Source: an optimization exercise on an open RTL-to-GDS flow (aim: small area, a short achievable clock period and few clock cycles per item). Production flows keep margins and buffers that such runs may drop. Function was checked by simulation only, so behaviour that the tests miss may differ from the original.

== MS ==
## joint_limit_braking_limiter
module joint_limit_braking_limiter (
	input  logic                               clk,
	input  logic                               arst_n,
	input  logic                               cfg_valid,
	output logic                               cfg_ready,
	input  logic [jlbl_pkg::CFG_IDX_W-1:0]     cfg_index,
	input  logic [jlbl_pkg::WORD_W-1:0]        cfg_data,
	input  logic                               s_tvalid,
	output logic                               s_tready,
	input  logic [jlbl_pkg::IN_DATA_W-1:0]     s_tdata,   
	input  logic [jlbl_pkg::MODE_W-1:0]        s_tuser,   
	output logic                               m_tvalid,
	input  logic                               m_tready,
	output logic [jlbl_pkg::WORD_W-1:0]        m_tdata,   
	output logic                               m_tuser    
);
clock: 12.0 ns
lec_check: 0
cap_margin: 20
core_margin: 2
core_utilization: 55
setup_slack_margin: 5
slew_margin: 20
run.sh (not shown) runs the stock make flow with config.mk's settings and CLKGATE_MAP_FILE= SYNTH_SCRIPT=/design/flow/synth_recipe.tcl, a recipe that flattens the netlist after the stock synthesis.
Testbench counts of MS, summed over its fixed seeds: cycles 11,602, items 2,400.
[inputs] TR vs MS
# MS
export LEC_CHECK = 0
export CAP_MARGIN = 20
export CORE_MARGIN = 2
export CORE_UTILIZATION = 55
export SETUP_SLACK_MARGIN = 5
export SLEW_MARGIN = 20
create_clock -name core_clock -period 12.0 [get_ports {clk}]
# TR
export LEC_CHECK = 0
export CAP_MARGIN = 20
export CORE_MARGIN = 2
export CORE_UTILIZATION = 55
export SLEW_MARGIN = 20
create_clock -name core_clock -period 12.0 [get_ports {clk}]
==> flow/flow/run.sh (new file) <==
#!/bin/bash
# The standard layout, with timing repair aiming further below the clock period.
set -euo pipefail
bash standard.sh SETUP_SLACK_MARGIN=6.5 finish > standard_flow.log 2>&1
==> flow/standard.sh (new file) <==
#!/bin/bash
# synth_recipe.tcl (not shown) runs the flow's synth.tcl, then flattens the netlist and writes it again
# the make line also repeats each setting of config.mk as NAME=value (left out here)
make -C /OpenROAD-flow-scripts/flow DESIGN_CONFIG=/design/flow/config.mk WORK_HOME=/design/flow/orfs CLKGATE_MAP_FILE= SYNTH_SCRIPT=/design/flow/synth_recipe.tcl "${@:-finish}"
removed: flow/run.sh
## What came out
- The flow did not stop early for TR: all stages ran, and the layout cleared the timing, DRC and antenna checks.
- Both conditions hold for MS: the flow ran to the end and the final layout passed the timing, DRC and antenna checks.
- Between MS and TR, the clock-pin slew on the worst setup and hold paths figures differ only marginally.
- Minimum hold slack (lower): MS
- TR: met3 track demand over resource in global routing 3.6 points above MS
- Any difference in clock latency reported for the late side of the worst-skew pair between MS and TR is small enough to ignore.
- Cell count ends up lower on MS.
- Sequential cell area share was lower in TR than in MS.
- In TR, the aggregate global-route resource usage came out 3.9 points above the value in MS.

* * *

## job 101
Another version of the RTL of joint_limit_braking_limiter (not shown whole).
For scale: about 4500 cells after synthesis, about 350 flip-flops, ~39000 sq um of cells after synthesis.
make LEC_CHECK=0 CAP_MARGIN=20 CORE_MARGIN=2 CORE_UTILIZATION=55 SETUP_SLACK_MARGIN=5 SLEW_MARGIN=20 finish   # period 12.0 ns
Stock flow here: none of the scripts above is used.
Testbench counts of job 101, summed over its fixed seeds: cycles 10,756, items 2,400.
Inputs modified between job 101 and job 102:
- changing CORE_UTILIZATION from 55 to 45
Notes after the runs:
Clock skew | job 102 above job 101
Between job 101 and job 102, the difference in via count is negligible.
The lower core utilization came out of job 102.
Relative to job 102, the following input files were edited for job 103:
- CORE_UTILIZATION changed from 45 to 55
- ABC_AREA newly set to 1
==> run summary <==
The final layout from job 103, which completed every stage, passed the timing, DRC and antenna checks at the end of the flow.
Job 102 | stages: all done | timing, DRC, antenna: all pass
Required time at the worst-slack endpoint is lower on job 103
A startpoint of the worst setup timing path of s_tdata[63] is what job 102 shows, while s_tuser[0] belongs to job 103.
u_dp.r2_q[21] as the worst setup path endpoint was reported by job 102, and s_tready by job 103.
Job 103 improves on job 102 in core region area.
Diff job 102 -> job 103: multi-input gate area in the final layout saw a decrease, top achievable clock speed about even, finished layout cell area lower.
From job 102 to job 103 the numbers moved as follows: global-route met3 utilization climbed 7.9 points, setup slack of the critical path after layout dropped 0.0038 ns, final-layout clock buffer total climbed 12%, time the final worst path needs with I/O delays and setup climbed 0.0038 ns, layout overhead on the synthesized area climbed 1.3 points.
### job 103 -> job 104
- ABC_AREA: 1 -> unset
- PLACE_DENSITY: unset -> 0.7
## What came out
Going from job 103 to job 104, number of tap cells inserted grew by a little under 10%.
Row cell count: job 104 lower / job 103 higher
Compared with job 103, in job 104 cell depth of the worst flop-to-flop path -13; core area moved up.
Job 104 improves on job 103 in routed wire length.
Looking at post-cts resize count across job 103 and job 104, the one that comes out higher is job 103.
The synthesized cell count in job 104 sits 11% below the value recorded for job 103.
Diff job 103..job 104 | number of buffers inserted by port buffering | unchanged
Job 104 reports a lower filler cell count in the final layout than job 103 does.

## static timing again, ports no longer ideal
No port has a modelled driver above. Below, the same layouts with a new extraction and two added sets of constraints.
Step 1: set_driving_cell puts a clkbuf_16 on clk and a buf_2 on each other input, an assumption about the parent block.
Step 2 times the ports against the registers' clock, not the clock port: input delays grow and output delays shrink by t, the midpoint of the rising clock arrivals with the driver on.
a / b / c = no drivers / after step 1 / after step 2; a / b = the first two.
run | shift t [ns] | setup WS [ns] | hold WS [ns] | slew at the worst register clock pin (ns) | worst slew at a driven data input, ns
MS | 0.667 | 5.084 / 5.084 / 4.687 | 0.507 / 0.507 / 0.507 | 0.07 / 0.07 | 0.05
TR | 0.680 | 5.524 / 5.524 / 5.259 | 0.512 / 0.512 / 0.512 | 0.07 / 0.07 | 0.13
job 101 | 0.673 | 5.141 / 5.160 / 4.512 | 0.507 / 0.507 / 0.507 | 0.07 / 0.07 | 0.04
job 102 | 0.695 | 5.054 / 5.092 / 4.397 | 0.516 / 0.516 / 0.516 | 0.07 / 0.07 | 0.05
job 103 | 0.678 | 5.050 / 5.022 / 4.608 | 0.495 / 0.495 / 0.495 | 0.07 / 0.07 | 0.04
job 104 | 0.688 | 5.162 / 5.212 / 4.524 | 0.508 / 0.508 / 0.508 | 0.07 / 0.07 | 0.05
After both steps setup and hold are still met in every run listed. The setup slack of job 102, which loses most, moves by +0.038 ns with the drivers and by -0.657 ns with both steps.
